Source: an optimization exercise on an open RTL-to-GDS flow (aim: small area, a short achievable clock period and few clock cycles per item). Production flows keep margins and buffers that such runs may drop. Function was checked by simulation only, so behaviour that the tests miss may differ from the original. Power is estimated from default activity; no workload was simulated.

==> flow/flow/run.sh <==
#!/bin/bash
set -o pipefail
cp standard.sh standard.sh.txt 2>/dev/null
export BUFFER_PORTS_ARGS="-buffer_cell sky130_fd_sc_hd__buf_4"
bash standard.sh > standard.log 2>&1
==> flow/standard.sh <==
#!/bin/bash
# synth_recipe.tcl (not shown) runs the flow's synth.tcl, then flattens the netlist and writes it again
# the make line also repeats each setting of config.mk as NAME=value (left out here)
make -C /OpenROAD-flow-scripts/flow DESIGN_CONFIG=/design/flow/config.mk WORK_HOME=/design/flow/orfs CLKGATE_MAP_FILE= SYNTH_SCRIPT=/design/flow/synth_recipe.tcl "${@:-finish}"
==> flow/config.mk <==
export PLATFORM = sky130hd
export DESIGN_NAME = vector_clock_table_unit
export DESIGN_NICKNAME = vector_clock_table_unit
export VERILOG_FILES = /design/flow/design.v
export SDC_FILE = /design/flow/constraint.sdc
export NUM_CORES = 4
export LEC_CHECK = 0
export CAP_MARGIN = 20
export CORE_MARGIN = 2
export CORE_UTILIZATION = 62
export CTS_CLUSTER_DIAMETER = 60
export CTS_CLUSTER_SIZE = 25
export PLACE_DENSITY = 0.74
export SETUP_SLACK_MARGIN = 3.8
export SLEW_MARGIN = 20
export TNS_END_PERCENT = 1
==> flow/constraint.sdc <==
create_clock -name core_clock -period 6.0 [get_ports {clk}]
set_input_delay 1.2000 -clock core_clock [delete_from_list [all_inputs] [get_ports {clk}]]
set_output_delay 1.2000 -clock core_clock [all_outputs]
set_load 0.01 [all_outputs]
==> flow/design.v <==
package vct_pkg;
    localparam int ID_W     = 64;
    localparam int CLOCK_W  = 64;
    localparam int STATUS_W = 2;
    localparam logic [STATUS_W-1:0] ST_OK         = 2'd0;
    localparam logic [STATUS_W-1:0] ST_NOT_FOUND  = 2'd1;
    localparam logic [STATUS_W-1:0] ST_TABLE_FULL = 2'd2;
    localparam logic MODE_TICK  = 1'b0;
    localparam logic MODE_MERGE = 1'b1;
endpackage
import vct_pkg::*;
module vct_ctrl
(
    input  logic                clk,
    input  logic                rst_n,
    output logic                adv,
    output logic                in_ready,
    input  logic                hold_next,
    input  logic                res_valid,
    input  logic [STATUS_W-1:0] res_status,
    input  logic [CLOCK_W-1:0]  res_clock,
    output logic                out_valid,
    input  logic                out_ready,
    output logic [STATUS_W-1:0] out_status,
    output logic [CLOCK_W-1:0]  out_clock_value
);
    logic                out_v;
    logic [STATUS_W-1:0] out_st;
    logic [CLOCK_W-1:0]  out_clk;
    logic                skid_v;
    logic [STATUS_W-1:0] skid_st;
    logic [CLOCK_W-1:0]  skid_clk;
    logic                ready_reg;
    logic                adv_reg;
    logic push;
    logic out_free;
    logic skid_v_next;
    assign push     = adv_reg && res_valid;
    assign out_free = !out_v || out_ready;
    always_comb
    begin
        if (skid_v)
        begin
            skid_v_next = !out_free;
        end
        else
        begin
            skid_v_next = push && !out_free;
        end
    end
    always_ff @(posedge clk or negedge rst_n)
    begin
        if (!rst_n)
        begin
            out_v     <= 1'b0;
            skid_v    <= 1'b0;
            ready_reg <= 1'b1;
            adv_reg   <= 1'b1;
        end
        else
        begin
            if (out_free)
            begin
                out_v <= skid_v || push;
            end
            skid_v    <= skid_v_next;
            ready_reg <= !skid_v_next && !hold_next;
            adv_reg   <= !skid_v_next;
        end
    end
    always_ff @(posedge clk)
    begin
        if (out_free)
        begin
            out_st  <= skid_v ? skid_st  : res_status;
            out_clk <= skid_v ? skid_clk : res_clock;
        end
        if (!skid_v)
        begin
            skid_st  <= res_status;
            skid_clk <= res_clock;
        end
    end
    assign adv             = adv_reg;
    assign in_ready        = ready_reg;
    assign out_valid       = out_v;
    assign out_status      = out_st;
    assign out_clock_value = out_clk;
endmodule
import vct_pkg::*;
module vct_datapath
#(
    parameter int CAPACITY = 16
)
(
    input  logic                clk,
    input  logic                rst_n,
    input  logic                adv,
    input  logic                in_ready,
    output logic                hold_next,
    input  logic                cfg_wr_en,
    input  logic [ID_W-1:0]     cfg_wr_data,
    input  logic                in_valid,
    input  logic                in_mode,
    input  logic [ID_W-1:0]     in_actor_key,
    input  logic [CLOCK_W-1:0]  in_peer_clock,
    output logic                res_valid,
    output logic [STATUS_W-1:0] res_status,
    output logic [CLOCK_W-1:0]  res_clock
);
    localparam int GW = 4;
    localparam int NG = CLOCK_W / GW;
    logic [ID_W-1:0]     own_id;
    logic [ID_W-1:0]     actor_tab [CAPACITY];
    logic [CLOCK_W-1:0]  clock_tab [CAPACITY];
    logic [CAPACITY-1:0] occ;
    logic                zero0;
    logic                v2;
    logic                m2;
    logic [CAPACITY-1:0] match2;
    logic                hit2;
    logic [CAPACITY-1:0] free2;
    logic                full2;
    logic [CLOCK_W-1:0]  p2;
    logic                v3;
    logic                m3;
    logic                wr3;
    logic [STATUS_W-1:0] st3;
    logic [CAPACITY-1:0] wsel3;
    logic [CLOCK_W-1:0]  p3;
    logic [CLOCK_W-1:0]  c3;
    logic [NG-1:0]       ggt3;
    logic [NG-1:0]       glt3;
    logic [NG-1:0]       gone3;
    logic                ins2;
    logic [CAPACITY-1:0] wsel2;
    logic [CAPACITY-1:0] occ1;
    logic [CAPACITY-1:0] match1;
    logic [CAPACITY-1:0] free1;
    always_comb
    begin
        occ1 = occ | (ins2 ? free2 : '0);
        for (int i = 0; i < CAPACITY; i++)
        begin
            if (i == 0)
            begin
                match1[i] = (own_id == in_actor_key);
                free1[i]  = 1'b0;
            end
            else
            begin
                match1[i] = occ1[i] && (actor_tab[i] == in_actor_key);
                free1[i]  = occ1[i-1] && !occ1[i];
            end
        end
    end
    always_ff @(posedge clk)
    begin
        for (int i = 1; i < CAPACITY; i++)
        begin
            if (free1[i])
            begin
                actor_tab[i] <= in_actor_key;
            end
        end
    end
    logic bub;
    logic hz_next;
    logic adv2;
    assign hz_next   = in_valid && in_ready && (|(match1 & wsel2));
    assign hold_next = adv ? hz_next : bub;
    assign adv2      = adv && !bub;
    always_ff @(posedge clk or negedge rst_n)
    begin
        if (!rst_n)
        begin
            v2  <= 1'b0;
            bub <= 1'b0;
        end
        else
        begin
            if (adv2)
            begin
                v2 <= in_valid;
            end
            bub <= hold_next;
        end
    end
    always_ff @(posedge clk)
    begin
        if (adv2)
        begin
            m2     <= in_mode;
            match2 <= match1;
            hit2   <= |match1;
            free2  <= free1;
            full2  <= occ1[CAPACITY-1];
            p2     <= in_peer_clock;
        end
    end
    logic                wr2;
    logic [STATUS_W-1:0] st2;
    logic [CLOCK_W-1:0]  rd2;
    logic [NG-1:0]       ggt2;
    logic [NG-1:0]       glt2;
    logic [NG-1:0]       gone2;
    assign ins2  = v2 && (m2 == MODE_MERGE) && !hit2 && !full2;
    assign wr2   = v2 && (hit2 || ((m2 == MODE_MERGE) && !full2));
    assign st2   = hit2                ? ST_OK :
                   (m2 == MODE_TICK)   ? ST_NOT_FOUND :
                   full2               ? ST_TABLE_FULL : ST_OK;
    assign wsel2 = !wr2 ? '0 : hit2 ? match2 : free2;
    always_ff @(posedge clk or negedge rst_n)
    begin
        if (!rst_n)
        begin
            own_id <= '0;
            occ    <= CAPACITY'(1);
        end
        else if (cfg_wr_en)
        begin
            own_id <= cfg_wr_data;
            occ    <= CAPACITY'(1);
        end
        else if (adv2 && ins2)
        begin
            occ <= occ | free2;
        end
    end
    always_comb
    begin
        rd2 = '0;
        for (int i = 0; i < CAPACITY; i++)
        begin
            if (i == 0)
            begin
                rd2 = rd2 | ((match2[i] && !zero0) ? clock_tab[i] : '0);
            end
            else
            begin
                rd2 = rd2 | (match2[i] ? clock_tab[i] : '0);
            end
        end
    end
    always_comb
    begin
        for (int j = 0; j < NG; j++)
        begin
            gone2[j] = &rd2[j*GW +: GW];
        end
    end
    for (genvar j = 0; j < NG; j++)
    begin : g_cmp
        vct_gt #(.W (GW)) u_gt
        (
            .g  (p2[j*GW +: GW] & ~rd2[j*GW +: GW]),
            .l  (~p2[j*GW +: GW] & rd2[j*GW +: GW]),
            .gt (ggt2[j]),
            .lt (glt2[j])
        );
    end
    always_ff @(posedge clk or negedge rst_n)
    begin
        if (!rst_n)
        begin
            v3    <= 1'b0;
            wsel3 <= '0;
        end
        else if (adv)
        begin
            v3    <= adv2 && v2;
            wsel3 <= adv2 ? wsel2 : '0;
        end
    end
    always_ff @(posedge clk)
    begin
        if (adv)
        begin
            m3    <= m2;
            wr3   <= wr2;
            st3   <= st2;
            p3    <= p2;
            c3    <= rd2;
            ggt3  <= ggt2;
            glt3  <= glt2;
            gone3 <= gone2;
        end
    end
    logic                gt3;
    logic [NG-1:0]       gcin3;
    logic [CLOCK_W-1:0]  inc_val3;
    logic [CLOCK_W-1:0]  new3;
    vct_gt #(.W (NG)) u_gt3
    (
        .g  (ggt3),
        .l  (glt3),
        .gt (gt3),
        .lt ()
    );
    vct_inc #(.W (NG)) u_gcin
    (
        .x   (gone3),
        .cin (1'b1),
        .c   (gcin3),
        .y   ()
    );
    for (genvar j = 0; j < NG; j++)
    begin : g_inc
        vct_inc #(.W (GW)) u_inc
        (
            .x   (c3[j*GW +: GW]),
            .cin (gcin3[j]),
            .c   (),
            .y   (inc_val3[j*GW +: GW])
        );
    end
    always_comb
    begin
        if (!wr3)
        begin
            new3 = '0;
        end
        else if (m3 == MODE_TICK)
        begin
            new3 = inc_val3;
        end
        else
        begin
            new3 = gt3 ? p3 : c3;
        end
    end
    always_ff @(posedge clk)
    begin
        for (int i = 0; i < CAPACITY; i++)
        begin
            if (wsel3[i])
            begin
                clock_tab[i] <= new3;
            end
        end
    end
    always_ff @(posedge clk or negedge rst_n)
    begin
        if (!rst_n)
        begin
            zero0 <= 1'b1;
        end
        else if (cfg_wr_en)
        begin
            zero0 <= 1'b1;
        end
        else if (wsel3[0])
        begin
            zero0 <= 1'b0;
        end
    end
    assign res_valid  = v3;
    assign res_status = st3;
    assign res_clock  = new3;
endmodule
module vct_gt
#(
    parameter int W = 8
)
(
    input  logic [W-1:0] g,
    input  logic [W-1:0] l,
    output logic         gt,
    output logic         lt
);
    localparam int L = $clog2(W);
    logic [W-1:0] tg [L+1];
    logic [W-1:0] tl [L+1];
    always_comb
    begin
        tg[0] = g;
        tl[0] = l;
        for (int l = 0; l < L; l++)
        begin
            tg[l+1] = '0;
            tl[l+1] = '0;
            for (int i = 0; i < (W >> (l + 1)); i++)
            begin
                tg[l+1][i] = tg[l][2*i+1] | (!tl[l][2*i+1] & tg[l][2*i]);
                tl[l+1][i] = tl[l][2*i+1] | (!tg[l][2*i+1] & tl[l][2*i]);
            end
        end
    end
    assign gt = tg[L][0];
    assign lt = tl[L][0];
endmodule
module vct_inc
#(
    parameter int W = 8
)
(
    input  logic [W-1:0] x,
    input  logic         cin,
    output logic [W-1:0] c,
    output logic [W-1:0] y
);
    localparam int L = $clog2(W);
    logic [W-1:0] p [L+1];
    always_comb
    begin
        p[0] = x;
        for (int l = 0; l < L; l++)
        begin
            for (int i = 0; i < W; i++)
            begin
                if (((i >> l) & 1) == 1)
                begin
                    p[l+1][i] = p[l][i] & p[l][((i >> l) << l) - 1];
                end
                else
                begin
                    p[l+1][i] = p[l][i];
                end
            end
        end
        c[0] = cin;
        for (int i = 1; i < W; i++)
        begin
            c[i] = cin & p[L][i-1];
        end
    end
    assign y = x ^ c;
endmodule
import vct_pkg::*;
module vector_clock_table_unit
#(
    parameter int CAPACITY = 16
)
(
    input  logic                clk,
    input  logic                rst_n,
    input  logic                item_valid,
    output logic                item_ready,
    input  logic                item_mode,
    input  logic [ID_W-1:0]     item_actor_key,
    input  logic [CLOCK_W-1:0]  item_peer_clock,
    output logic                result_valid,
    input  logic                result_ready,
    output logic [STATUS_W-1:0] result_status,
    output logic [CLOCK_W-1:0]  result_clock_value,
    input  logic                cfg_wr_en,
    input  logic [ID_W-1:0]     cfg_wr_data
);
    logic                adv;
    logic                hold_next;
    logic                res_valid;
    logic [STATUS_W-1:0] res_status;
    logic [CLOCK_W-1:0]  res_clock;
    vct_datapath #(
        .CAPACITY (CAPACITY)
    ) u_datapath
    (
        .clk           (clk),
        .rst_n         (rst_n),
        .adv           (adv),
        .in_ready      (item_ready),
        .hold_next     (hold_next),
        .cfg_wr_en     (cfg_wr_en),
        .cfg_wr_data   (cfg_wr_data),
        .in_valid      (item_valid),
        .in_mode       (item_mode),
        .in_actor_key  (item_actor_key),
        .in_peer_clock (item_peer_clock),
        .res_valid     (res_valid),
        .res_status    (res_status),
        .res_clock     (res_clock)
    );
    vct_ctrl u_ctrl
    (
        .clk             (clk),
        .rst_n           (rst_n),
        .adv             (adv),
        .in_ready        (item_ready),
        .hold_next       (hold_next),
        .res_valid       (res_valid),
        .res_status      (res_status),
        .res_clock       (res_clock),
        .out_valid       (result_valid),
        .out_ready       (result_ready),
        .out_status      (result_status),
        .out_clock_value (result_clock_value)
    );
endmodule
==> impl_results.md, run 1 <==
- Critical Path Max Stage Delay: between 400 and 500 ps
- VDD IR-drop max: 548 uV
- Final Critical Period: 2960 ps
- Ys async rst share: roughly 4.2%
- Area Overhead vs Synth: 12.5%
- Vias in the first global route: 55,660
- Syn_nets: about 6,200
- CTS clk-pin slew, worst paths: about 90 ps
- CP Class: input port to flip-flop
- Share of cells above drive strength 1: roughly 17%
- Post-synth EDFFs: about 2,300
- Final instance area: between 0.1 and 0.15 sq mm
- Final hold slack: 394 ps
- TritonCTS Buffers: 147
- Dpl cell area: 0.103 sq mm
- TritonCTS clock tree: done
- Clk latency of the worst-skew pair: ~800 ps
- Slowest CP cell: nor4_2
- Max reg flops: around 1,000
- Die width: a little over 400 um
- Avg WL per Cell: between 30 and 40 um
- CP top delay family: simple AND/OR/NAND/NOR gates
- Pre-CTS setup slack: around 1700 ps
- Multi-input logic area: approximately 0.024 sq mm
- CP most frequent cell: nand4_1
- Seq/Total Area, Yosys: 74.9%
- Setup violators final: 0
- Clock sink count: about 2,500
- GRT Total Usage: about a third
- Layout Skew: approximately 33 ps
- Final ANT Viol Nets: 0
- Status: no timing/DRC/antenna violations
- DR DRC count: 0
- Ports: 266
- CTS hold repair buffers: 0
- Placeable Area: roughly 0.16 sq mm
- Global-route wire length before repair: 404,000 um
- Row Count: around 150
- Biggest register: u_datapath.clock_tab
- Final core utilization: approximately 70%
- Input/output buffers: 265
- PD cells: approximately 470 mW/mm^2
- Synthesized cell area: between 0.09 and 0.1 sq mm
- WP data arrival: 3690 ps
- Tcrit/Tclk final: ~50%
- Worst slew pin tran: 1120 ps
- Overflow after GRT: 0
- Largest regs: u_datapath.clock_tab x1024, u_datapath.actor_tab x960
- Slew HR: 25.3%
- Die area: 0.162 sq mm
- Fillcell total: about 10,000
- Worst setup SP type: input port
- Syn Inst Count: approximately 6,000
- Register area: ~0.074 sq mm
- Max Fclk: 338 MHz
- H-tree levels: 4
- Total routed wirelength: between 200,000 and 300,000 um
- Max Cap Viol: 0
- Clk buf depth: 3
- Initial antenna violation count: 9
- Crit. End Element: flip-flop
- Vias per inst: about 6.8
- Critical-path cell list: buf_6, xor2_1, nor4_2, nand4_1, nor4_4, buf_4, nand4_1, o2111ai_1, o31ai_4, and3_1
- Final RePlAce weighted congestion: between 0.9 and 1
- Largest net degree at the start of global routing: roughly 130
- Maximum net fanout on the critical path: 31
- Vias: between 50,000 and 60,000
- WP data required: ~6700 ps
- Iteration count of the initial detailed-routing pass: 7
- Hold WC Path Type: input port to async pin
- Post-synthesis register bit count: between 2,000 and 2,500
- Die span in y: 403 um
- Nets: 6,549
- HPWL after DPL: 165,000 um
- Main synth FF type: edfxtp_1
- Synth warn: 14
- RSZ-0062 raised after global routing: true
- Detailed Route Iter0 Violations: between 8,000 and 9,000
- Leakage: about 37 nW
- Final setup margin: ~3000 ps
- Distinct cells, synth: between 60 and 70
- Fin Setup TNS: 0 ps
- Slew Limit Fails: 0
- Buffers plus inverters on the worst setup path: 2
- Clk root buf: clkbuf_16
- Final hold violation count: 0
- Syn Area/Cell: 16.5 sq um
- Initial Util: roughly 62%
==> routing by layer <==
layer / global-route usage, % / part of all wire (%) / vias up / wire length, um
met1: 48.1 / 36 / 29190 / 103000
li1: - / - / 23663 / -
met3: 6.46 / 12 / 689 / 35000
met5: 0 / 0.017 / - / 48
met2: 55.6 / 47 / 4188 / 134000
met4: 16.5 / 5.5 / 10 / 15700
==> cell usage after synthesis, types with 9 or more instances <==
cell type  number  share of area (%)
edfxtp_1     2326                 71
xnor2_1       818                7.3
nand4_1       243                1.5
xor2_1        238                2.1
a22oi_1       222                1.7
nor2_1        161               0.61
nand2_1       159               0.61
inv_1         142               0.54
o31ai_1       129               0.98
a21oi_1       120               0.61
nand3_1       112               0.57
buf_2         104               0.53
clkbuf_1      103               0.39
nor4_1        103               0.65
dfrtp_1       100                2.5
a22o_1         84               0.75
a221oi_1       81               0.72
mux2_2         74               0.85
dfxtp_1        66                1.3
a222oi_1       64               0.65
buf_4          64               0.49
maj3_1         63               0.64
a211o_1        45               0.40
nor3b_1        45               0.34
buf_1          43               0.16
and4_1         31               0.28
nor3_1         28               0.14
and3_1         27               0.17
o21ai_0        19              0.097
a21o_1         17               0.13
ha_1           17               0.22
nand2b_1       15              0.095
nor2b_1        14              0.089
o2bb2ai_1      11              0.098
nor4b_1         9              0.080
==> through the flow <==
step / instances / total power, mW
2_1_floorplan: 5971 / 33.8
6_report: 8520 / 52.1
4_1_cts: 8507 / 51.5
3_5_place_dp: 8165 / 39.5
5_1_grt: 8519 / 53.7
3_3_place_gp: 8164 / 39.0
==> layout make-up <==
class	instances	share of cell area, %
antenna	1	0.00226
clock buffer	167	3.53
clock inverter	95	0.934
inverter	146	0.497
multi-input combinational	3020	21.7
sequential	2496	66.6
tap	2072	2.34
timing repair buffer	523	4.41
==> path summary, 6_finish.rpt <==
kind,depth (start not counted),start,to,slack [ps]
setup / recovery,10,item_actor_key[27],u_ctrl.ready_reg,3040
hold / removal,1,rst_n,u_datapath.wsel3[15],390
setup reg to reg,6,u_datapath.m2,u_datapath.actor_tab[6][34],3100
hold reg to reg,2,u_ctrl.skid_clk[13],u_ctrl.skid_clk[13],460
max in group asynchronous,2,rst_n,u_datapath.own_id[52],4390
min in group core_clock,2,u_ctrl.skid_clk[13],u_ctrl.skid_clk[13],460
==> kinds of logic after synthesis <==
family	Yosys count	synth area share [%]
flops	2496	74.9
xor+xnor	1056	9.39
simple gates	980	5.43
compound gates	816	6.33
buf+inv	462	2.15
mux	81	0.921
fa+ha+maj	80	0.856
==> layout by cell type (no fill, tap or decap), drive strengths merged, types with 21 or more instances in the layout <==
master,instances
edfxtp,2326
nor2,161
a21oi,124
nand2,159
nand4,244
inv,180
and4,31
a221oi,81
nand3,112
dfrtp,100
xnor2,818
o31ai,129
a22oi,222
a22o,84
a222oi,64
xor2,238
nor3b,45
and3,27
nor3,28
mux2,77
dfxtp,66
a211o,45
o21ai,21
nor4,104
clkbuf,168
clkinv,37
maj3,63
buf,517
==> timing repair <==
action	in CTS	in global routing
gates resized for setup	292	57
cloned	18	3
buffers inserted	62	9
setup endpoints to repair	2561	2518
pin swaps	35	8
==> power by group <==
group	internal (mW)	switching, mW
combinational	4.76	9.61
sequential	24.6	1.98
clock	5.29	5.90
total	34.6	17.5
Testbench counts, summed over its fixed seeds: cycles 4,957, items 4,800.
==> run 2, diff against run 1 <==
--- a/flow/config.mk
+++ b/flow/config.mk
@@ -7,10 +7,10 @@
 export LEC_CHECK = 0
 export CAP_MARGIN = 20
 export CORE_MARGIN = 2
-export CORE_UTILIZATION = 62
+export CORE_UTILIZATION = 64
 export CTS_CLUSTER_DIAMETER = 60
 export CTS_CLUSTER_SIZE = 25
-export PLACE_DENSITY = 0.74
+export PLACE_DENSITY = 0.75
 export SETUP_SLACK_MARGIN = 3.8
 export SLEW_MARGIN = 20
 export TNS_END_PERCENT = 1
==> run 2 against run 1 <==
- still clean
- power increased by 0.19%
- combinational power about the same
- sequential cell count unchanged
- setup slack got worse by 41 ps
- synthesized cell count unchanged
- hold slack improved by 4.6 ps
- count of clock-buffer cells in the layout decreased by 1
- cell count decreased by 0.60%
- routed wire length about the same
- die area decreased by 3.1%
- largest power group unchanged
- highest routed layer unchanged
==> impl_results.md, run 2 <==
- Final core utilization: 72.6% (was 70.1%)
- Setup slack, reg-to-reg: 3000 ps (was 3100 ps)
- Synthesized cell area: 0.0985 sq mm (unchanged)
- Most frequent cells in the layout: 2,326 x edfxtp_1, 792 x xnor2_1, 385 x buf_4, 243 x nand4_1, 238 x xor2_1 (was 2,326 x edfxtp_1, 793 x xnor2_1, 381 x buf_4, 243 x nand4_1, 238 x xor2_1)
- Worst setup SP type: flip-flop (was input port)
- Clock sink count: 2,496 (unchanged)
- Final hold violation count: 0 (unchanged)
- Hold WC Path Type: input port to async pin (unchanged)
- Clk latency of the worst-skew pair: 820 ps (about the same)
- Iteration count of the initial detailed-routing pass: 7 (unchanged)
- TritonCTS clock tree: done (unchanged)
- Tcrit/Tclk final: 50.0% (was 49.4%)
- TritonCTS Buffers: 143 (was 147)
- Ys async rst share: 4.17% (unchanged)
- Die area: 0.157 sq mm (was 0.162 sq mm)
- Vias: 57,841 (was 57,740)
- Fin Setup TNS: 0 ps (unchanged)
- Layout Skew: 45.2 ps (was 33.5 ps)
- Nets: 6,533 (was 6,549)
- Vias in the first global route: 55,680 (was 55,660)
- Max Fclk: 333 MHz (was 338 MHz)
- Syn Area/Cell: 16.5 sq um (unchanged)
- Post-synthesis register bit count: 2,496 (unchanged)
- Worst slew pin tran: 1130 ps (was 1120 ps)
- Leakage: 36.7 nW (about the same)
- Initial antenna violation count: 6 (was 9)
- Maximum net fanout on the critical path: 8 (was 31)
- Commonest cells in the netlist: 2,326 x edfxtp_1, 818 x xnor2_1, 243 x nand4_1 (unchanged)
- HPWL after DPL: 163,000 um (was 165,000 um)
- VDD IR-drop max: 399 uV (was 548 uV)
- Critical R2R Capture: u_datapath.clock_tab[15][39] (was u_datapath.actor_tab[6][34])
- Clk buf depth: 3 (unchanged)
- Final setup margin: 3000 ps (was 3040 ps)
- Clk root buf: clkbuf_16 (unchanged)
- Global-route wire length before repair: 402,000 um (was 404,000 um)
- Input/output buffers: 265 (unchanged)
- Biggest register: u_datapath.clock_tab (unchanged)
- Die width: 396 um (was 403 um)
- Top cells by area, synth: edfxtp_1 71%, xnor2_1 7.3%, dfrtp_1 2.5% (unchanged)
- GRT Total Usage: 36.4% (was 35.2%)
- Max Cap Viol: 0 (unchanged)
- Area Overhead vs Synth: 12.4% (was 12.5%)
- Syn_nets: 6,186 (unchanged)
- Post-synth EDFFs: 2,326 (unchanged)
- Max reg flops: 1,024 (unchanged)
- Seq/Total Area, Yosys: 74.9% (unchanged)
- CTS hold repair buffers: 0 (unchanged)
- Placeable Area: 0.152 sq mm (was 0.158 sq mm)
- Most common cell after layout, fill and taps aside: edfxtp_1 (unchanged)
- Status: no timing/DRC/antenna violations (unchanged)
- Detailed Route Iter0 Violations: 9,083 (was 8,833)
- DR DRC count: 0 (unchanged)
- Total routed wirelength: 288,000 um (about the same)
- RSZ-0062 raised after global routing: true (unchanged)
- Ports: 266 (unchanged)
- Synth warn: 14 (unchanged)
- Slew Limit Fails: 0 (unchanged)
- Syn Inst Count: 5,971 (unchanged)
- Crit. End Element: flip-flop (unchanged)
- H-tree levels: 4 (unchanged)
- Top-count cell post-synth: edfxtp_1 (unchanged)
- Distinct cells, synth: 65 (unchanged)
- Worst R2R Path Depth: 13 (was 6)
- CTS clk-pin slew, worst paths: 100 ps (was 90 ps)
- PD cells: 472 mW/mm^2 (was 470 mW/mm^2)
- WP data required: 6550 ps (was 6730 ps)
- Dominant cell type by area after synthesis: edfxtp_1 (unchanged)
- Main synth FF type: edfxtp_1 (unchanged)
- Largest regs: u_datapath.clock_tab x1024, u_datapath.actor_tab x960 (unchanged)
- Synth top area share: 70.9% (unchanged)
- Post-Layout Cell Count: 8,469 (was 8,520)
- CP Class: flip-flop to flip-flop (was input port to flip-flop)
- Initial Util: 64.6% (was 62.3%)
- Inst Count DP: 8,116 (was 8,165)
- Vias per inst: 6.83 (was 6.78)
- Overflow after GRT: 0 (unchanged)
- Die span in y: 396 um (was 403 um)
- WP data arrival: 3560 ps (was 3690 ps)
- Slew HR: 24.9% (was 25.3%)
- Final Critical Period: 3000 ps (was 2960 ps)
- Largest net degree at the start of global routing: 129 (unchanged)
- Share of cells above drive strength 1: 16.3% (was 16.7%)
- Total power: 52.2 mW (was 52.1 mW)
- Setup violators final: 0 (unchanged)
- Row Count: 143 (was 146)
- Pre-CTS setup slack: 1640 ps (was 1730 ps)
- Final RePlAce weighted congestion: 1.00 (was 0.952)
- FF-to-FF Start: u_datapath.glt3[1] (was u_datapath.m2)
- Avg WL per Cell: 34.0 um (was 33.8 um)
- Final ANT Viol Nets: 0 (unchanged)
==> run 2: cell counts after synthesis <==
No cell type changed its count.
==> run 2: layer usage <==
metal / track usage (%) / wire (um)
met5: 0 / 13
met4: 16.1 / 15000
met3: 6.61 / 35500
met2: 58.5 / 136000
met1: 49.3 / 101000
==> run 2: layout make-up <==
type / instances / area [sq um]
repair buffers: 512 / 4850
fillers: 9155 / 41800
clock inverters: 98 / 1240
multi-input cells: 3019 / 23900
well taps: 2030 / 2540
inverters: 146 / 562
diodes: 2 / 5.00
clock buffers: 166 / 3750
flip-flops and latches: 2496 / 73800
==> run 2: repair_timing <==
item	4_1_cts	5_1_grt
pin swaps	27	9
gates resized for setup	261	36
gates cloned	18	3
setup buffers	53	12
endpoints found under the setup margin	2537	2369
==> run 2: how the worst max path moves through the flow <==
| stage | from | to | slack (ps) | cells after the start |
|---|---|---|---|---|
| 2_1_floorplan | item_actor_key[51] | u_ctrl.ready_reg | 3080 | 10 |
| 3_3_place_gp | item_actor_key[46] | u_ctrl.ready_reg | 1670 | 9 |
| 4_1_cts | u_datapath.glt3[1] | u_datapath.clock_tab[3][3] | 3140 | 13 |
| 5_1_grt | u_datapath.glt3[1] | u_datapath.clock_tab[7][39] | 2920 | 13 |
| 6_report | u_datapath.glt3[1] | u_datapath.clock_tab[15][39] | 3000 | 13 |
| 3_5_place_dp | item_actor_key[46] | u_ctrl.ready_reg | 1640 | 9 |
==> run 2: cells by family (layout without fill, tap and decap cells) <==
family	count (synthesis)	count (layout)	synth area share, %
xor gates and xnor gates	1056	1056	9.39
and+or+nand+nor	980	986	5.43
adders and majority gates	80	80	0.856
muxes	81	81	0.921
AOI/OAI and AO/OA	816	816	6.33
buffers and inverters	462	922	2.15
other	0	2	0
DFF	2496	2496	74.9
==> run 2: stage by stage <==
stage | hold WS (ps) | area, sq um
floorplan | 418 | 99400
global placement | 438 | 103000
detailed placement | 438 | 103000
CTS | 390 | 110000
global route | 413 | 111000
finish | 398 | 111000
==> run 2: report_power, final <==
part | total [mW] | internal, mW | switching, mW
Sequential | 26.6 | 24.6 | 2.06
Clock | 11.2 | 5.23 | 5.99
Combinational | 14.4 | 4.84 | 9.52
Total | 52.2 | 34.6 | 17.6
==> run 2: worst max-delay path, cell delays in order (launching register included) <==
cell,delay [ps]
edfxtp_1,390
nor2b_2,180
o21bai_2,100
a21oi_4,230
o21ai_4,130
a2111oi_4,460
buf_6,190
buf_8,150
buf_16,170
o31ai_1,100
a21oi_2,250
nor3b_4,80
buf_6,150
clkbuf_4,160
==> run 3, diff against run 2 <==
==> flow/run.sh (new file) <==
#!/bin/bash
# synth_recipe.tcl (not shown) runs the flow's synth.tcl, then flattens the netlist and writes it again
# the make line also repeats each setting of config.mk as NAME=value (left out here)
make -C /OpenROAD-flow-scripts/flow DESIGN_CONFIG=/design/flow/config.mk WORK_HOME=/design/flow/orfs CLKGATE_MAP_FILE= SYNTH_SCRIPT=/design/flow/synth_recipe.tcl finish
--- a/flow/config.mk
+++ b/flow/config.mk
@@ -7,10 +7,9 @@
 export LEC_CHECK = 0
 export CAP_MARGIN = 20
 export CORE_MARGIN = 2
-export CORE_UTILIZATION = 64
+export CORE_UTILIZATION = 55
 export CTS_CLUSTER_DIAMETER = 60
 export CTS_CLUSTER_SIZE = 25
-export PLACE_DENSITY = 0.75
-export SETUP_SLACK_MARGIN = 3.8
+export PLACE_DENSITY = 0.7
+export SETUP_SLACK_MARGIN = 3.1
 export SLEW_MARGIN = 20
-export TNS_END_PERCENT = 1
removed: flow/flow/run.sh
removed: flow/standard.sh
==> run 3 against run 2 <==
- non-clock buffer count increased by 87
- critical path type unchanged
- maximum frequency decreased by 1.3%
- first-iteration DRC count increased by 0.80%
- cell area increased by 2.3%
- sequential cell count unchanged
- sequential power about the same
- still clean
- highest routed layer unchanged
- hold slack improved by 58 ps
==> impl_results.md, run 3 <==
- Vias per inst: 6.54 (was 6.83)
- Die span in y: 427 um (was 396 um)
- Pre-CTS setup slack: 1240 ps (was 1640 ps)
- Clk buf depth: 3 (unchanged)
- DR DRC count: 0 (unchanged)
- Syn Inst Count: 5,971 (unchanged)
- Final ANT Viol Nets: 0 (unchanged)
- Synthesized cell area: 0.0985 sq mm (unchanged)
- Clock sink count: 2,496 (unchanged)
- Crit. End Element: flip-flop (unchanged)
- Final core utilization: 63.5% (was 72.6%)
- Final setup margin: 2960 ps (was 3000 ps)
- Largest regs: u_datapath.clock_tab x1024, u_datapath.actor_tab x960 (unchanged)
- Ports: 266 (unchanged)
- VDD IR-drop max: 358 uV (was 399 uV)
- CP Class: flip-flop to flip-flop (unchanged)
- Synth warn: 14 (unchanged)
- Syn_nets: 6,186 (unchanged)
- Initial antenna violation count: 7 (was 6)
- Setup violators final: 0 (unchanged)
- Dominant cell type by area after synthesis: edfxtp_1 (unchanged)
- Clk root buf: clkbuf_16 (unchanged)
- Placeable Area: 0.178 sq mm (was 0.152 sq mm)
- Main synth FF type: edfxtp_1 (unchanged)
- Slew Limit Fails: 0 (unchanged)
- Max Fclk: 329 MHz (was 333 MHz)
- Seq/Total Area, Yosys: 74.9% (unchanged)
- Share of cells above drive strength 1: 15.0% (was 16.3%)
- PD cells: 475 mW/mm^2 (was 472 mW/mm^2)
- Critical-path cell list: nand2b_4, a21oi_2, a211oi_2, o21ai_4, a2111oi_4, or2_4, buf_12, buf_16, a21oi_2, nor3b_2, buf_4, buf_4 (was nor2b_2, o21bai_2, a21oi_4, o21ai_4, a2111oi_4, buf_6, buf_8, buf_16, o31ai_1, a21oi_2, nor3b_4, buf_6, clkbuf_4)
- Fin Setup TNS: 0 ps (unchanged)
- Vias: 58,242 (was 57,841)
- Distinct cells, synth: 65 (unchanged)
- Status: no timing/DRC/antenna violations (unchanged)
- Input/output buffers: 265 (unchanged)
- GRT Total Usage: 31.9% (was 36.4%)
- Nets: 6,633 (was 6,533)
- Max reg flops: 1,024 (unchanged)
- Die width: 427 um (was 396 um)
- H-tree levels: 4 (unchanged)
- Max Cap Viol: 0 (unchanged)
- RSZ-0062 raised after global routing: true (unchanged)
- TritonCTS Buffers: 159 (was 143)
- Layout Skew: 41.9 ps (was 45.2 ps)
- Overflow after GRT: 0 (unchanged)
- Maximum net fanout on the critical path: 23 (was 8)
- Biggest register: u_datapath.clock_tab (unchanged)
- Top cells by area, synth: edfxtp_1 71%, xnor2_1 7.3%, dfrtp_1 2.5% (unchanged)
- Most frequent cells in the layout: 2,326 x edfxtp_1, 813 x xnor2_1, 243 x nand4_1, 238 x xor2_1, 223 x buf_4 (was 2,326 x edfxtp_1, 792 x xnor2_1, 385 x buf_4, 243 x nand4_1, 238 x xor2_1)
- Post-synth EDFFs: 2,326 (unchanged)
- CTS clk-pin slew, worst paths: 90 ps (was 100 ps)
- Post-synthesis register bit count: 2,496 (unchanged)
- HPWL after DPL: 170,000 um (was 163,000 um)
- Vias in the first global route: 55,026 (was 55,680)
- Clk latency of the worst-skew pair: 870 ps (was 820 ps)
- Global-route wire length before repair: 409,000 um (was 402,000 um)
- Iteration count of the initial detailed-routing pass: 9 (was 7)
- Synth top area share: 70.9% (unchanged)
- Critical Path Max Stage Delay: 400 ps (was 460 ps)
- WP data required: 6700 ps (was 6550 ps)
- Avg WL per Cell: 34.1 um (was 34.0 um)
- TritonCTS clock tree: done (unchanged)
- Detailed Route Iter0 Violations: 9,156 (was 9,083)
- Die area: 0.182 sq mm (was 0.157 sq mm)
- Row Count: 155 (was 143)
- Fillcell total: 12,401 (was 9,155)
- Worst slew pin tran: 1090 ps (was 1130 ps)
- Slowest CP cell: edfxtp_1 (was a2111oi_4)
- Worst R2R Path Depth: 12 (was 13)
- Largest net degree at the start of global routing: 129 (unchanged)
- Tcrit/Tclk final: 50.7% (was 50.0%)
- Slew HR: 27.0% (was 24.9%)
- Hold WC Path Type: input port to async pin (unchanged)
- Final hold violation count: 0 (unchanged)
- Commonest cells in the netlist: 2,326 x edfxtp_1, 818 x xnor2_1, 243 x nand4_1 (unchanged)
- WP data arrival: 3750 ps (was 3560 ps)
- Most common cell after layout, fill and taps aside: edfxtp_1 (unchanged)
- Syn Area/Cell: 16.5 sq um (unchanged)
- Ys async rst share: 4.17% (unchanged)
- Leakage: 37.5 nW (was 36.7 nW)
- Total routed wirelength: 304,000 um (was 288,000 um)
- Initial Util: 55.3% (was 64.6%)
- Final Critical Period: 3040 ps (was 3000 ps)
- Top-count cell post-synth: edfxtp_1 (unchanged)
- Final RePlAce weighted congestion: 0.921 (was 1.00)
- Worst setup SP type: flip-flop (unchanged)
- Area Overhead vs Synth: 14.9% (was 12.4%)
run 3: repair_timing:
item	CTS	global route
buffers inserted	37	49
resized for setup	368	182
cloned	7	27
hold buffers	0	0
pin swaps	16	27
endpoints found under the setup margin	1821	1186
run 3: cell families (layout without fill, tap and decap cells):
| logic type | Yosys count | in the layout | share of synthesized area [%] |
|---|---|---|---|
| buf+inv | 462 | 1040 | 2.15 |
| xor+xnor | 1056 | 1056 | 9.39 |
| compound gates | 816 | 816 | 6.33 |
| mux | 81 | 81 | 0.921 |
| simple gates | 980 | 983 | 5.43 |
| other cells | 0 | 1 | 0 |
| flops | 2496 | 2496 | 74.9 |
| fa+ha+maj | 80 | 80 | 0.856 |
run 3: worst paths after layout:
kind / slack [ps] / start / to
setup / recovery: 2960 / u_datapath.ggt3[5] / u_datapath.clock_tab[15][45]
hold / removal: 460 / rst_n / u_datapath.own_id[30]
setup reg to reg: 2960 / u_datapath.ggt3[5] / u_datapath.clock_tab[15][45]
hold reg to reg: 460 / u_ctrl.skid_clk[0] / u_ctrl.skid_clk[0]
max in group asynchronous: 4410 / rst_n / u_datapath.wsel3[15]
min in group core_clock: 460 / u_ctrl.skid_clk[0] / u_ctrl.skid_clk[0]
run 3: worst max-delay path, delay by kind of cell, from the launching register on:
kind,cells,cell delay [ps]
AO/OA/AOI/OAI,5,1030
buffers and inverters,4,690
flip-flops,1,400
AND/OR/NAND/NOR,3,730
run 3: metal layers:
metal / GRT usage (%) / up-vias / wire [um]
met3: 5.41 / 671 / 34500
met1: 43.5 / 29658 / 110000
met2: 51.4 / 4029 / 144000
met4: 13.2 / 10 / 15300
li1: - / 23874 / -
met5: 0 / - / 59
run 3: power by group:
group	switching (mW)	leakage (nW)	total [mW]	internal, mW
Combinational	9.75	11.0	14.7	4.94
Clock	6.49	2.80	12.4	5.92
Sequential	2.05	23.6	26.6	24.6
Total	18.3	37.5	53.7	35.5
run 3: layout make-up:
class / instances / area, sq um / area share (%)
Sequential cell: 2496 / 73800 / 65.2
Multi-Input combinational cell: 3016 / 23800 / 21.1
Clock buffer: 170 / 4080 / 3.61
Clock inverter: 125 / 1730 / 1.53
Tap cell: 2355 / 2950 / 2.60
Antenna cell: 1 / 2.50 / 0.00221
Timing Repair Buffer: 599 / 6180 / 5.46
Inverter: 146 / 562 / 0.496
run 3: through the flow:
step | instance area, sq um | hold slack [ps] | total power, mW | instances
3_3_place_gp | 104000 | 433 | 39.2 | 8491
6_report | 113000 | 456 | 53.7 | 8908
5_1_grt | 113000 | 476 | 55.4 | 8907
4_1_cts | 112000 | 446 | 52.6 | 8831
2_1_floorplan | 98900 | 418 | 33.8 | 5971
3_5_place_dp | 104000 | 441 | 39.6 | 8492
==> run 4, diff against run 3 <==
--- a/flow/design.v
+++ b/flow/design.v
@@ -135,6 +135,7 @@
     logic                ins2;
     logic [CAPACITY-1:0] wsel2;
     logic [CAPACITY-1:0] occ1;
+    logic [CAPACITY-1:0] eq1;
     logic [CAPACITY-1:0] match1;
     logic [CAPACITY-1:0] free1;
     always_comb
@@ -144,12 +145,14 @@
         begin
             if (i == 0)
             begin
-                match1[i] = (own_id == in_actor_key);
+                eq1[i]    = (own_id == in_actor_key);
+                match1[i] = eq1[i];
                 free1[i]  = 1'b0;
             end
             else
             begin
-                match1[i] = occ1[i] && (actor_tab[i] == in_actor_key);
+                eq1[i]    = (actor_tab[i] == in_actor_key);
+                match1[i] = occ1[i] && eq1[i];
                 free1[i]  = occ1[i-1] && !occ1[i];
             end
         end
@@ -167,7 +170,9 @@
     logic bub;
     logic hz_next;
     logic adv2;
-    assign hz_next   = in_valid && in_ready && (|(match1 & wsel2));
+    logic [CAPACITY-1:0] wcand2;
+    assign wcand2    = v2 ? (match2 | ((m2 == MODE_MERGE) ? free2 : '0)) : '0;
+    assign hz_next   = in_valid && in_ready && (|(eq1 & wcand2));
     assign hold_next = adv ? hz_next : bub;
     assign adv2      = adv && !bub;
     always_ff @(posedge clk or negedge rst_n)
==> flow/flow/run.sh (new file) <==
#!/bin/bash
set -o pipefail
cp standard.sh standard.sh.txt 2>/dev/null
export BUFFER_PORTS_ARGS="-buffer_cell sky130_fd_sc_hd__buf_4"
bash standard.sh > standard.log 2>&1
==> flow/standard.sh (new file) <==
#!/bin/bash
# synth_recipe.tcl (not shown) runs the flow's synth.tcl, then flattens the netlist and writes it again
# the make line also repeats each setting of config.mk as NAME=value (left out here)
make -C /OpenROAD-flow-scripts/flow DESIGN_CONFIG=/design/flow/config.mk WORK_HOME=/design/flow/orfs CLKGATE_MAP_FILE= SYNTH_SCRIPT=/design/flow/synth_recipe.tcl "${@:-finish}"
--- a/flow/config.mk
+++ b/flow/config.mk
@@ -7,9 +7,10 @@
 export LEC_CHECK = 0
 export CAP_MARGIN = 20
 export CORE_MARGIN = 2
-export CORE_UTILIZATION = 55
+export CORE_UTILIZATION = 62
 export CTS_CLUSTER_DIAMETER = 60
 export CTS_CLUSTER_SIZE = 25
-export PLACE_DENSITY = 0.7
-export SETUP_SLACK_MARGIN = 3.1
+export PLACE_DENSITY = 0.74
+export SETUP_SLACK_MARGIN = 3.4
 export SLEW_MARGIN = 20
+export TNS_END_PERCENT = 5
removed: flow/run.sh
==> run 4 against run 3 <==
- cell count fell by 4.2%
- count of clock-buffer cells in the layout fell by 1
- power fell by 1.3%
- clock skew fell by 2.3 ps
- critical path depth rose by 1
- sequential cell count did not move
- hold slack improved by 6.8 ps
- routed wire length fell by 4.6%
- first-iteration DRC count fell by 1.9%
- via count fell by 1.1%
- synthesized cell count fell by 1.3%
- register-to-register slack improved by 60 ps
- critical path type unchanged
==> impl_results.md, run 4 <==
- Max Fclk: 336 MHz (was 329 MHz)
- Largest regs: u_datapath.clock_tab x1024, u_datapath.actor_tab x960 (unchanged)
- Final ANT Viol Nets: 0 (unchanged)
- Worst slew pin tran: 1140 ps (was 1090 ps)
- Post-synthesis register bit count: 2,496 (unchanged)
- Slew HR: 24.2% (was 27.0%)
- Max reg flops: 1,024 (unchanged)
- Post-synth EDFFs: 2,326 (unchanged)
- RSZ-0062 raised after global routing: true (unchanged)
- CP most frequent cell: buf_4
- Seq/Total Area, Yosys: 75.2% (was 74.9%)
- Max Cap Viol: 0 (unchanged)
- Slew Limit Fails: 0 (unchanged)
- Largest net degree at the start of global routing: 82 (was 129)
- Vias: 57,594 (was 58,242)
- H-tree levels: 4 (unchanged)
- Synth warn: 14 (unchanged)
- Placeable Area: 0.157 sq mm (was 0.178 sq mm)
- Clk buf depth: 3 (unchanged)
- Most common cell after layout, fill and taps aside: edfxtp_1 (unchanged)
- Die span in y: 402 um (was 427 um)
- Final hold violation count: 0 (unchanged)
- Clk root buf: clkbuf_16 (unchanged)
- Maximum net fanout on the critical path: 14 (was 23)
- Clk latency of the worst-skew pair: 850 ps (was 870 ps)
- Distinct cells, synth: 65 (unchanged)
- Synthesized cell area: 0.0981 sq mm (was 0.0985 sq mm)
- Dominant cell type by area after synthesis: edfxtp_1 (unchanged)
- VDD IR-drop max: 401 uV (was 358 uV)
- Crit. End Element: flip-flop (unchanged)
- Nets: 6,565 (was 6,633)
- Area Overhead vs Synth: 15.1% (was 14.9%)
- Die area: 0.161 sq mm (was 0.182 sq mm)
- Global-route wire length before repair: 391,000 um (was 409,000 um)
- Row Count: 145 (was 155)
- Iteration count of the initial detailed-routing pass: 7 (was 9)
- TritonCTS Buffers: 147 (was 159)
- GRT Total Usage: 34.0% (was 31.9%)
- Detailed Route Iter0 Violations: 8,983 (was 9,156)
- TritonCTS clock tree: done (unchanged)
- Vias per inst: 6.75 (was 6.54)
- Worst setup SP type: flip-flop (unchanged)
- WP data arrival: 3560 ps (was 3750 ps)
- Ys async rst share: 4.17% (unchanged)
- Critical-path cell list: nor2b_1, o21bai_2, a21oi_4, o21ai_4, a2111oi_4, buf_4, or2_4, buf_12, clkbuf_16, a21oi_1, nor3b_2, buf_4, buf_2 (was nand2b_4, a21oi_2, a211oi_2, o21ai_4, a2111oi_4, or2_4, buf_12, buf_16, a21oi_2, nor3b_2, buf_4, buf_4)
- Most frequent cells in the layout: 2,326 x edfxtp_1, 940 x xnor2_1, 416 x buf_4, 273 x nand4_1, 222 x a22oi_1 (was 2,326 x edfxtp_1, 813 x xnor2_1, 243 x nand4_1, 238 x xor2_1, 223 x buf_4)
- Die width: 402 um (was 427 um)
- Layout Skew: 39.5 ps (was 41.9 ps)
- Syn Inst Count: 5,892 (was 5,971)
- Initial antenna violation count: 4 (was 7)
- Commonest cells in the netlist: 2,326 x edfxtp_1, 964 x xnor2_1, 273 x nand4_1 (was 2,326 x edfxtp_1, 818 x xnor2_1, 243 x nand4_1)
- Overflow after GRT: 0 (unchanged)
- Hold WC Path Type: input port to async pin (unchanged)
- Syn Area/Cell: 16.6 sq um (was 16.5 sq um)
- HPWL after DPL: 156,000 um (was 170,000 um)
- Critical Path Max Stage Delay: 390 ps (was 400 ps)
- CP Class: flip-flop to flip-flop (unchanged)
- CTS hold repair buffers: 0 (unchanged)
- Top cells by area, synth: edfxtp_1 71%, xnor2_1 8.6%, dfrtp_1 2.6% (was edfxtp_1 71%, xnor2_1 7.3%, dfrtp_1 2.5%)
- Total routed wirelength: 290,000 um (was 304,000 um)
- Share of cells above drive strength 1: 18.8% (was 15.0%)
- Fin Setup TNS: 0 ps (unchanged)
- Slowest CP cell: edfxtp_1 (unchanged)
- Total power: 53.0 mW (was 53.7 mW)
- DR DRC count: 0 (unchanged)
- Status: no timing/DRC/antenna violations (unchanged)
- Vias in the first global route: 55,051 (was 55,026)
- Dpl cell area: 0.103 sq mm (was 0.104 sq mm)
- Leakage: 37.6 nW (was 37.5 nW)
- Final RePlAce weighted congestion: 0.855 (was 0.921)
- Biggest register: u_datapath.clock_tab (unchanged)
- Initial Util: 62.6% (was 55.3%)
- WP data required: 6580 ps (was 6700 ps)
- CP top delay family: compound AO/OA/AOI/OAI gates (unchanged)
- Buffers plus inverters on the worst setup path: 5 (was 4)
- Top-count cell post-synth: edfxtp_1 (unchanged)
- Final Critical Period: 2980 ps (was 3040 ps)
- Register area: 0.0738 sq mm (about the same)
- Fillcell total: 9,457 (was 12,401)
- Final instance area: 0.113 sq mm (about the same)
- Tcrit/Tclk final: 49.7% (was 50.7%)
- PD cells: 470 mW/mm^2 (was 475 mW/mm^2)
- Final hold slack: 463 ps (was 456 ps)
- Main synth FF type: edfxtp_1 (unchanged)
- Input/output buffers: 265 (unchanged)
- Clock sink count: 2,496 (unchanged)
- Setup violators final: 0 (unchanged)
- Syn_nets: 6,107 (was 6,186)
- CTS clk-pin slew, worst paths: 90 ps (about the same)
- Avg WL per Cell: 34.0 um (was 34.1 um)
- Synth top area share: 71.2% (was 70.9%)
- Ports: 266 (unchanged)
- Multi-input logic area: 0.0240 sq mm (was 0.0238 sq mm)
[run 4: what timing repair did]
item | 4_1_cts | 5_1_grt
resized for setup | 232 | 413
buffers inserted | 60 | 86
setup endpoints to repair | 2320 | 2277
gates cloned | 13 | 28
pin swaps | 34 | 91
[run 4: area by class of cell]
class | instances | area share (%)
antenna | 2 | 0.00443
clock buffer | 169 | 3.38
clock inverter | 100 | 1.08
inverter | 161 | 0.535
multi-input combinational | 2926 | 21.3
sequential | 2496 | 65.4
tap | 2058 | 2.28
timing repair buffer | 618 | 6.01
[run 4: metrics by stage]
step                instances  setup slack [ps]  util [%]
floorplan                5892              1790         -
CTS                      8414              3120      70.0
finish                   8530              3020      72.0
global placement         8072              1150      65.6
detailed placement       8072              1680      65.6
global route             8529              2950      72.0
[run 4: path summary, 6_finish.rpt]
kind	from	endpoint	slack (ps)	cells after the start
setup / recovery	u_datapath.ggt3[0]	u_datapath.clock_tab[9][26]	3020	13
hold / removal	rst_n	u_datapath.own_id[10]	460	1
setup reg to reg	u_datapath.ggt3[0]	u_datapath.clock_tab[9][26]	3020	13
hold reg to reg	u_datapath.p2[63]	u_datapath.p3[63]	460	0
max in group asynchronous	rst_n	u_datapath.wsel3[9]	4270	2
min in group core_clock	u_datapath.p2[63]	u_datapath.p3[63]	460	0
[run 4: cells by family (layout without fill, tap and decap cells)]
kind of cell / count (synthesis) / after routing / share of synthesized area (%)
AO/OA/AOI/OAI: 841 / 841 / 6.45
XOR/XNOR: 1053 / 1053 / 9.41
adder cells (fa/ha/maj): 81 / 81 / 0.875
buffers and inverters: 478 / 1048 / 2.21
flip-flops: 2496 / 2496 / 75.2
multiplexers: 83 / 83 / 0.934
other: 0 / 2 / 0
AND/OR/NAND/NOR: 860 / 868 / 4.90
[run 4: report_power, final]
| part | internal (mW) | switching, mW |
|---|---|---|
| clock network | 5.23 | 6.07 |
| registers | 24.8 | 2.04 |
| logic | 5.17 | 9.68 |
[run 4: worst reg2reg max path: stages, from the launching register on]
cell,delay (ps)
edfxtp_1,390
nor2b_1,150
o21bai_2,230
a21oi_4,110
o21ai_4,260
a2111oi_4,120
buf_4,160
or2_4,330
buf_12,160
clkbuf_16,180
a21oi_1,250
nor3b_2,70
buf_4,160
buf_2,160
[run 4: metal layers]
metal  wire length [um]  GRT usage (%)  part of all wire (%)  up-vias
met5                  0              0                     0        -
met2             141000           56.8                    49     4339
met3              35800           6.25                    12      697
li1                   -              -                     -    23591
met1              98200           44.7                    34    28967
met4              14600           13.3                   5.0        0
Testbench counts of run 4, summed over its fixed seeds: cycles 4,957, items 4,800.

[afterwards: timing with drivers on the ports]
Ports are ideal in the flow. The routed layouts listed here were re-timed in OpenROAD.
Step 1 sets driving cells, clkbuf_16 on the clock port and buf_2 on the other inputs (assumed; they add their load-dependent delay and slew).
Step 2 adds t to the input delays and takes it off the output delays; t is the mean of the earliest and latest rising clock arrival at the registers after step 1. Input paths then give back, and output paths get back, about the clock's delay inside the block.
Slacks: no drivers / after step 1 / after step 2; pairs: no drivers / after step 1.
run	t (ns)	slack for setup (ns)	worst hold slack (ns)	worst setup path after step 2	worst data-port slew with drivers (ns)
run 1	0.896	3.038 / 3.085 / 2.196	0.394 / 0.325 / 0.462	input to register	0.07
run 2	0.891	2.997 / 2.997 / 2.163	0.398 / 0.333 / 0.458	input to register	0.10
run 3	0.932	2.958 / 2.958 / 2.134	0.456 / 0.397 / 0.461	input to register	0.07
run 4	0.921	3.021 / 3.021 / 2.210	0.463 / 0.397 / 0.464	input to register	0.29
After both steps every run listed still meets setup and hold. For run 1, which loses most, drivers alone change the setup slack by +0.047 ns; drivers and shift together by -0.842 ns.
